From an optimization exercise on the open Yosys and OpenROAD flow, aimed at small area and a short achievable clock period; shortcuts taken in it are not production practice.
RTL that was checked went through simulation tests only; none was proved equivalent to the original.
No activity file was given, so power comes from the tool's default toggle rates.

Setup of pepper:
// ex_top
module ex_top #(
	parameter int DATA_WIDTH = 64,
	parameter int ALU_K      = 4,
	parameter int BR_K       = 8,
	parameter int ALU_KIND   = 0,
	parameter int BR_KIND    = 0
) (
	input  logic                  clk,
	input  logic                  reset,
	input  logic                  issue,
	input  logic [DATA_WIDTH-1:0] read_data1,
	input  logic [DATA_WIDTH-1:0] read_data2,
	input  logic [DATA_WIDTH-1:0] pc,
	input  logic [DATA_WIDTH-1:0] imm,
	input  logic [DATA_WIDTH-1:0] br_offset,
	input  ex_pkg::alu_op_t       alu_op,
	input  logic                  alu_src,
	input  logic                  set_flags,
	input  ex_pkg::br_kind_t      br_kind,
	input  ex_pkg::cond_t         cond,
	output logic                  result_valid,
	output logic [DATA_WIDTH-1:0] alu_result,
	output logic [DATA_WIDTH-1:0] store_data,
	output logic [DATA_WIDTH-1:0] br_target,
	output logic                  br_taken,
	output logic                  negative,
	output logic                  zero,
	output logic                  overflow,
	output logic                  carry_out
);
Size in the first run: about 2800 cells after synthesis, ~530 I/O pins.
clock: 5.5 ns
lec_check: 0
abc_area: 1
cap_margin: 20
core_margin: 2
core_utilization: 40
cts_buf_list: sky130_fd_sc_hd__clkbuf_16
cts_cluster_diameter: 80
cts_cluster_size: 30
setup_slack_margin: 3.2
slew_margin: 20
synth_hierarchical: 1
tns_end_percent: 10
standard.sh (not shown) runs the stock make flow with config.mk's settings and CLKGATE_MAP_FILE= SYNTH_SCRIPT=/design/flow/synth_recipe.tcl, a recipe that flattens the netlist after the stock synthesis.
==> flow/flow/run.sh <==
#!/bin/bash
# Standard layout, with plain buf_1 cells as the port buffers instead of the
# buffer_ports default (clkdlybuf4s50_1). Each tool's output goes to its own log.
set -euo pipefail
export BUFFER_PORTS_ARGS="-buffer_cell sky130_fd_sc_hd__buf_1"
bash standard.sh synth > synth.log 2>&1
bash standard.sh > layout.log 2>&1
The following lists how yarrow was set up differently from pepper:
Settings: swapping 3.2 for 3.0 in SETUP_SLACK_MARGIN.
## What came out
Diff pepper -> yarrow: met1 usage fell by 0.25 points; layout-stage area growth over the synthesis result fell by 1.9 points.
Summary: with pepper as the reference, cell area in yarrow moved down slightly.
Against pepper, yarrow comes in 1.9 mm lower on met2 layer wire length in the routed design.
Worst path setup slack after routing delta for yarrow relative to pepper: 0.081 ns lower
Any difference in hold slack between yarrow and pepper is small enough to ignore.
Against pepper, yarrow comes in 1.5 points higher on share of the clock period used by the worst path.
Of the two candidates, pepper has the worse power and yarrow the better one.
Diff yarrow..pepper | area of placed instances | unchanged
Looking only at number of cells on the critical path, and setting everything else aside, the higher value of yarrow and pepper goes to yarrow.
Relative to yarrow, the following input files were edited for lagoon:
Settings: changing SETUP_SLACK_MARGIN from 3.0 to 3.3.
==> comparison <==
- Across yarrow and lagoon, the outcome is the same: a clean finish for every run.
- Any difference in worst-case headroom to the max-slew limit between yarrow and lagoon is small enough to ignore.
- Row power: lagoon higher / yarrow lower
- On register-to-register slack, yarrow loses to lagoon.
- Max freq yarrow -> lagoon: improved
- Share of power burned in the clock network: lagoon vs yarrow down 0.4 points
- Re final worst-path cycle share: yarrow and lagoon aren't equal, and the higher value belongs to yarrow.
- Re sequential cell count: no difference whatsoever between yarrow and lagoon.
- lagoon and yarrow ended up with roughly the same count of placed standard cells including taps.
No run of this note included a check of the RTL's function; only the layout flow was run.

========
ex_top, a different RTL version from the one above (not shown whole).
For scale: ~440 flip-flops, roughly 530 I/O pins, roughly 0.022 mm2 of cells after synthesis.
==> flow/config.mk <==
export PLATFORM = sky130hd
export DESIGN_NAME = ex_top
export DESIGN_NICKNAME = ex_top
export VERILOG_FILES = /design/flow/design.v
export SDC_FILE = /design/flow/constraint.sdc
export NUM_CORES = 4
export LEC_CHECK = 0
export CAP_MARGIN = 20
export CORE_MARGIN = 2
export CORE_UTILIZATION = 40
export CTS_BUF_LIST = sky130_fd_sc_hd__clkbuf_16
export CTS_CLUSTER_DIAMETER = 80
export CTS_CLUSTER_SIZE = 30
export SETUP_SLACK_MARGIN = 3.0
export SLEW_MARGIN = 20
export TNS_END_PERCENT = 10
==> flow/constraint.sdc <==
create_clock -name core_clock -period 5.5 [get_ports {clk}]
set_input_delay 1.1000 -clock core_clock [delete_from_list [all_inputs] [get_ports {clk}]]
set_output_delay 1.1000 -clock core_clock [all_outputs]
set_load 0.01 [all_outputs]
Scripts as last shown in full above: flow/flow/run.sh
Edit:
ABC_AREA = 1   (was unset)
SYNTH_HIERARCHICAL = 1   (was unset)
TNS_END_PERCENT = 25   (was 10)
Result: Clock-buffer cell count stays the same. Die area decreases by 2.1%. Core utilization came out lower by 2.1 points. Worst setup slack is better by 0.41 ns. First-iteration DRC count fell by 13%. Design area fell by 6.5%. Worst hold slack barely changes. Clock skew is about the same. Cell count came out higher by 9.2%.
Edit:
CORE_UTILIZATION = 45   (was 40)
PLACE_DENSITY = 0.6   (was unset)
TNS_END_PERCENT = 10   (was 25)
What happened: Setup slack got worse by 0.082 ns. Cell count falls by 2.4%. Die area falls by 11%. Design area falls by 0.49%.
Edit:
CAP_MARGIN = 5   (was 20)
CORE_UTILIZATION = 40   (was 45)
PLACE_DENSITY = unset   (was 0.6)
SLEW_MARGIN = 5   (was 20)
The new run produced a clean layout.
Setup slack gains 0.074 ns.
Die area came out higher by 12%.
Non-clock buffer count falls by 1.
Hold slack is worse by 0.0059 ns.
Power drops by 1.7%.
Clock power went down by about 6%.
Final cell count went up by 2.5%.
Utilization fell by 5.9 points.

========
Another version of the RTL of ex_top (not shown whole).
Size in the first run: ~2,000 cells after synthesis, roughly 440 flip-flops, about 530 I/O pins, about 22,000 sq um of cells after synthesis.
==> flow/config.mk <==
export PLATFORM = sky130hd
export DESIGN_NAME = ex_top
export DESIGN_NICKNAME = ex_top
export VERILOG_FILES = /design/flow/design.v
export SDC_FILE = /design/flow/constraint.sdc
export NUM_CORES = 4
export LEC_CHECK = 0
export CAP_MARGIN = 20
export CORE_MARGIN = 2
export CORE_UTILIZATION = 55
export CTS_BUF_LIST = sky130_fd_sc_hd__clkbuf_16
export CTS_CLUSTER_DIAMETER = 80
export CTS_CLUSTER_SIZE = 30
export PLACE_DENSITY = 0.75
export SETUP_SLACK_MARGIN = 2.5
export SLEW_MARGIN = 20
==> flow/constraint.sdc <==
create_clock -name core_clock -period 5.5 [get_ports {clk}]
set_input_delay 1.1000 -clock core_clock [delete_from_list [all_inputs] [get_ports {clk}]]
set_output_delay 1.1000 -clock core_clock [all_outputs]
set_load 0.01 [all_outputs]
Scripts as last shown in full above: flow/flow/run.sh
Next try:
Settings changed: CORE_UTILIZATION 55 to 40, CTS_BUF_LIST sky130_fd_sc_hd__clkbuf_16 to sky130_fd_sc_hd__clkbuf_8, CTS_CLUSTER_DIAMETER 80 to 60, CTS_CLUSTER_SIZE 30 to 20, PLACE_DENSITY 0.75 to unset.
Non-clock buffer count climbs by 8.
Register-to-register slack loses 0.05 ns.
Via count drops by 1.7%.
First-iteration DRC count drops by 24%.
Routed wire length climbs by 4.9%.
Final area climbs by 1.0%.
Clock-buffer cell count climbs by 15.
Synthesized cell count stays the same.
Synthesized area stays the same.
Hold slack loses 0.016 ns.
Core utilization drops by 17 points.

========
## red
ex_top again, from the RTL that the note above started with.
## ex_top
module ex_top #(
	parameter int DATA_WIDTH = 64,
	parameter int ALU_K      = 4,
	parameter int BR_K       = 8,
	parameter int ALU_KIND   = 0,
	parameter int BR_KIND    = 0
) (
	input  logic                  clk,
	input  logic                  reset,
	input  logic                  issue,
	input  logic [DATA_WIDTH-1:0] read_data1,
	input  logic [DATA_WIDTH-1:0] read_data2,
	input  logic [DATA_WIDTH-1:0] pc,
	input  logic [DATA_WIDTH-1:0] imm,
	input  logic [DATA_WIDTH-1:0] br_offset,
	input  ex_pkg::alu_op_t       alu_op,
	input  logic                  alu_src,
	input  logic                  set_flags,
	input  ex_pkg::br_kind_t      br_kind,
	input  ex_pkg::cond_t         cond,
	output logic                  result_valid,
	output logic [DATA_WIDTH-1:0] alu_result,
	output logic [DATA_WIDTH-1:0] store_data,
	output logic [DATA_WIDTH-1:0] br_target,
	output logic                  br_taken,
	output logic                  negative,
	output logic                  zero,
	output logic                  overflow,
	output logic                  carry_out
);
	localparam int MSB = DATA_WIDTH - 1;
	logic                        op_valid;
	logic [DATA_WIDTH-1:0]       alu_s, br_s, store_operand;
	logic [DATA_WIDTH/ALU_K-1:0] alu_g, alu_p;
	logic [DATA_WIDTH/BR_K-1:0]  br_g, br_p;
  ...
==> flow/config.mk <==
export PLATFORM = sky130hd
export DESIGN_NAME = ex_top
export DESIGN_NICKNAME = ex_top
export VERILOG_FILES = /design/flow/design.v
export SDC_FILE = /design/flow/constraint.sdc
export NUM_CORES = 4
export LEC_CHECK = 0
export CAP_MARGIN = 20
export CORE_MARGIN = 2
export CORE_UTILIZATION = 40
export CTS_BUF_LIST = sky130_fd_sc_hd__clkbuf_16
export CTS_CLUSTER_DIAMETER = 80
export CTS_CLUSTER_SIZE = 30
export SETUP_SLACK_MARGIN = 2.8
export SLEW_MARGIN = 20
==> flow/constraint.sdc <==
create_clock -name core_clock -period 5.5 [get_ports {clk}]
set_input_delay 1.1000 -clock core_clock [delete_from_list [all_inputs] [get_ports {clk}]]
set_output_delay 1.1000 -clock core_clock [all_outputs]
set_load 0.01 [all_outputs]
Scripts as last shown in full above: flow/flow/run.sh
Here is what was changed in the inputs of blue compared with red.
# red
export LEC_CHECK = 0
export CAP_MARGIN = 20
export CORE_MARGIN = 2
export CORE_UTILIZATION = 40
export CTS_BUF_LIST = sky130_fd_sc_hd__clkbuf_16
export CTS_CLUSTER_DIAMETER = 80
export CTS_CLUSTER_SIZE = 30
export SETUP_SLACK_MARGIN = 2.8
export SLEW_MARGIN = 20
create_clock -name core_clock -period 5.5 [get_ports {clk}]
# blue
export LEC_CHECK = 0
export CAP_MARGIN = 20
export CORE_MARGIN = 2
export CORE_UTILIZATION = 40
export CTS_BUF_LIST = sky130_fd_sc_hd__clkbuf_16
export CTS_CLUSTER_DIAMETER = 80
export CTS_CLUSTER_SIZE = 30
export SETUP_SLACK_MARGIN = 2.5
export SLEW_MARGIN = 20
create_clock -name core_clock -period 5.5 [get_ports {clk}]
Results
Having completed the whole flow, blue delivered a layout that passed the timing, DRC and antenna checks.
Worst path setup slack after routing was higher in the run labelled red.
When blue is measured against red, its global routing met3 resource utilization turns out 0.81 points higher.
blue — power 0.90% higher, red as reference
In the metrics for red and blue, the one carrying the lower pin count of the biggest net entering global routing is red.
red → blue: maximum frequency from static timing analysis -about 9%, data arrival time of the worst path shows an increase of 0.31 ns, number of buffers created by CTS climbed 12%.
Post-layout minimum cycle time: blue vs red up 0.26 ns
Endpoint required time on the critical path (blue over red): increase, 0.06 ns

========
build 49:
ex_top with an RTL version that a note above also has.
For scale: ~2500 cells after synthesis, about 530 I/O pins, ~0.022 mm^2 of cells after synthesis.
clock: 5.5 ns
lec_check: 0
abc_area: 1
cap_margin: 20
core_margin: 2
core_utilization: 40
cts_buf_list: sky130_fd_sc_hd__clkbuf_16
cts_cluster_diameter: 90
cts_cluster_size: 40
setup_slack_margin: 3.0
slew_margin: 20
synth_hierarchical: 1
tns_end_percent: 10
Scripts as last shown in full above: flow/flow/run.sh
Input-level comparison between build 41 and build 49:
diff --git a/flow/config.mk b/flow/config.mk
--- a/flow/config.mk
+++ b/flow/config.mk
@@ -7,3 +7,2 @@
 export LEC_CHECK = 0
-export ABC_AREA = 1
 export CAP_MARGIN = 20
@@ -12,4 +11,5 @@
 export CTS_BUF_LIST = sky130_fd_sc_hd__clkbuf_16
-export CTS_CLUSTER_DIAMETER = 90
-export CTS_CLUSTER_SIZE = 40
+export CTS_CLUSTER_DIAMETER = 80
+export CTS_CLUSTER_SIZE = 30
+export GPL_ROUTABILITY_DRIVEN = 0
 export SETUP_SLACK_MARGIN = 3.0
- Every stage of the flow completed for build 41, and the final layout passed the timing, DRC and antenna checks.
- | total of clock buffers placed in the layout | build 41 vs build 49 | 12% higher |
- Summary of build 41 over build 49: total routing resource utilization after global routing went up; height of the die went down about 0.7%.
Inputs modified between build 41 and build 98:
diff --git a/flow/config.mk b/flow/config.mk
--- a/flow/config.mk
+++ b/flow/config.mk
@@ -7,2 +7,3 @@
 export LEC_CHECK = 0
+export ABC_AREA = 1
 export CAP_MARGIN = 20
@@ -13,4 +14,3 @@
 export CTS_CLUSTER_SIZE = 30
-export GPL_ROUTABILITY_DRIVEN = 0
-export SETUP_SLACK_MARGIN = 3.0
+export SETUP_SLACK_MARGIN = 3.3
 export SLEW_MARGIN = 20
Build 98 ended up with a lower sequential portion of the cell area than build 41 did. Global-route wire length before repair deteriorates in build 98 relative to build 41. Compared with build 41, build 98 shows a setup slack that is 0.094 ns higher. Wire length after detailed routing for build 98: 7.6% up relative to build 41. Clock buffer count in the final layout: build 98 vs build 41 down about 3.4%. Fraction of the cycle the final worst path needs, build 41 and build 98: larger value in build 41. Taking build 98 as 1.0, build 41 lands at 0.873 on number of placed instances with taps included.
Input changes introduced in build 37 (baseline for comparison: build 98):
diff --git a/flow/config.mk b/flow/config.mk
--- a/flow/config.mk
+++ b/flow/config.mk
@@ -14,5 +14,4 @@
 export CTS_CLUSTER_SIZE = 30
-export SETUP_SLACK_MARGIN = 3.3
+export SETUP_SLACK_MARGIN = 2.9
 export SLEW_MARGIN = 20
 export SYNTH_HIERARCHICAL = 1
-export TNS_END_PERCENT = 10
==> results.txt <==
Summary of build 37 over build 98: minimum period implied by the final worst setup slack higher, wire length lower, maximum vdd ir drop lower, aggregate global-route resource usage lower, clock share of power higher. The peak per-stage delay on the critical path in build 37 was lower than what build 98 gave. Between build 37 and build 98, the multi-input logic cell count figures differ only marginally. | first-pass GRT wire length | build 37 vs build 98 | 4.6% lower |. Build 37 reports a higher fraction of the cycle the final worst path needs than build 98 does. Of build 37 and build 98, the higher layout clock buffer count belongs to build 37.
Here is what was changed in the inputs of build 7 compared with build 37.
diff --git a/flow/config.mk b/flow/config.mk
--- a/flow/config.mk
+++ b/flow/config.mk
@@ -14,4 +14,5 @@
 export CTS_CLUSTER_SIZE = 30
-export SETUP_SLACK_MARGIN = 2.9
+export SETUP_SLACK_MARGIN = 3.0
 export SLEW_MARGIN = 20
 export SYNTH_HIERARCHICAL = 1
+export TNS_END_PERCENT = 10
[summary]
Build 7 against build 37: share of final layout cell area taken by clock buffers and inverters saw little to no change; routed via count saw a decrease; number of clock buffers in the layout saw a decrease; final instance area saw an increase.
Clock share of power came out higher on build 7 than on build 37.
Power deteriorates in build 7 relative to build 37.
diff inputs: build 7 => build 14
diff --git a/flow/config.mk b/flow/config.mk
--- a/flow/config.mk
+++ b/flow/config.mk
@@ -14,3 +14,3 @@
 export CTS_CLUSTER_SIZE = 30
-export SETUP_SLACK_MARGIN = 3.0
+export SETUP_SLACK_MARGIN = 3.1
 export SLEW_MARGIN = 20
==> results.txt <==
- u_operand.alu_p_hi[13]$_DFF_P_ as the destination of the critical timing path was reported by build 7, and u_operand.alu_s[35]$_DFF_P_ by build 14.
- From build 7 to build 14 the numbers moved as follows: setup slack after layout down 0.0059 ns; final standard cell area without fillers higher; clock network fraction of design power moved down.

========
run a:
Another version of the RTL of ex_top (not shown whole).
Size: ~2,800 cells after synthesis, about 520 flip-flops, roughly 530 I/O pins.
Settings: LEC_CHECK=0, ABC_CLOCK_PERIOD_IN_PS=2500, CAP_MARGIN=20, CORE_MARGIN=2, CORE_UTILIZATION=40, SETUP_SLACK_MARGIN=2.5, SLEW_MARGIN=20; clock period 5.5 ns.
run.sh (not shown) runs the stock make flow with config.mk's settings and CLKGATE_MAP_FILE= SYNTH_SCRIPT=/design/flow/synth_recipe.tcl, a recipe that flattens the netlist after the stock synthesis.
Stock flow here: none of the scripts above is used.
Changes in run b relative to run a:
- SETUP_SLACK_MARGIN: 2.5 -> unset
- ABC_CLOCK_PERIOD_IN_PS: 2500 -> unset
==> results.txt <==
Run a -> run b: total number of vias decreased slightly. Sort run b and run a by worst slack after detailed placement, descending, and run b comes first. Run b vs run a: non-clock buffer count in the final layout down by a few percent. Run b ended up with sky130_fd_sc_hd__o2111ai_1 as its cell type of the slowest stage on the worst timing path; run a ended up with sky130_fd_sc_hd__dfxtp_2. Multi-input gate area in the final layout in run b vs run a: down 590 um^2. Fraction of standard cell area in multi-input logic is higher on run a. Compared with run a, run b shows a higher part of the power in registers. Going from run a to run b, critical path depth increased by 1 relative to the old numbers; number of antenna violations at the first check in global routing increased by 3 relative to the old numbers; sequential cell area share increased by 0.91 points relative to the old numbers; non-clock buffering overhead in the final layout decreased by 0.31 points relative to the old numbers. Relative to run a, power decreased by 4.1% in run b.
No functional check of the RTL was part of any run of this note.

## static timing again, ports no longer ideal
The flow's constraints put no driver on any port. The routed layouts listed below were extracted and timed again, unchanged, in two steps.
Step 1 sets driving cells, clkbuf_16 on the clock port and buf_2 on the other inputs (assumed; they add their load-dependent delay and slew).
Step 2, shift: input delay + t, output delay - t, t = (earliest + latest rising clock arrival at the registers) / 2. This alone moves slack from input paths to output paths.
Three values: ideal, step 1, step 2; two values: the first two.
run | t, ns | slack for setup (ns) | worst setup path after step 2 | clock arrival spread, ns | pins driven straight from the clock port
pepper | 0.653 | 3.179 / 3.117 / 2.535 | input to register | 0.029 / 0.030 | 1
yarrow | 0.651 | 3.098 / 3.082 / 2.430 | input to register | 0.024 / 0.025 | 1
lagoon | 0.654 | 3.180 / 3.118 / 2.535 | input to register | 0.024 / 0.024 | 1
the first run of note 2 | 0.663 | 2.682 / 2.624 / 1.960 | input to register | 0.029 / 0.029 | 1
the second run of note 2 | 0.666 | 3.094 / 3.056 / 2.390 | input to register | 0.034 / 0.034 | 1
the third run of note 2 | 0.671 | 3.012 / 2.946 / 2.275 | input to register | 0.037 / 0.037 | 1
the fourth run of note 2 | 0.664 | 3.086 / 3.045 / 2.381 | input to register | 0.034 / 0.034 | 1
the first run of note 3 | 0.638 | 2.454 / 2.460 / 1.822 | input to register | 0.034 / 0.034 | 1
the second run of note 3 | 0.688 | 2.551 / 2.495 / 1.807 | input to register | 0.052 / 0.053 | 1
red | 0.639 | 2.799 / 2.647 / 2.008 | input to register | 0.029 / 0.029 | 1
blue | 0.653 | 2.542 / 2.486 / 1.833 | input to register | 0.050 / 0.050 | 1
build 49 | 0.656 | 3.062 / 3.034 / 2.378 | input to register | 0.038 / 0.038 | 1
build 41 | 0.662 | 3.031 / 2.722 / 2.059 | input to register | 0.052 / 0.053 | 1
build 98 | 0.669 | 3.125 / 3.064 / 2.444 | input to register | 0.035 / 0.036 | 1
build 37 | 0.655 | 2.954 / 2.949 / 2.293 | input to register | 0.037 / 0.037 | 1
build 7 | 0.664 | 3.086 / 3.045 / 2.381 | input to register | 0.034 / 0.034 | 1
build 14 | 0.665 | 3.080 / 3.022 / 2.357 | input to register | 0.035 / 0.035 | 1
run a | 0.677 | 2.421 / 2.421 / 2.023 | input to register | 0.021 / 0.021 | 1
run b | 0.673 | 1.718 / 1.718 / 1.672 | input to register | 0.020 / 0.019 | 1
After both steps every run listed still meets setup and hold. The setup slack of build 41, which loses most, moves by -0.309 ns with the drivers and by -0.972 ns with both steps.
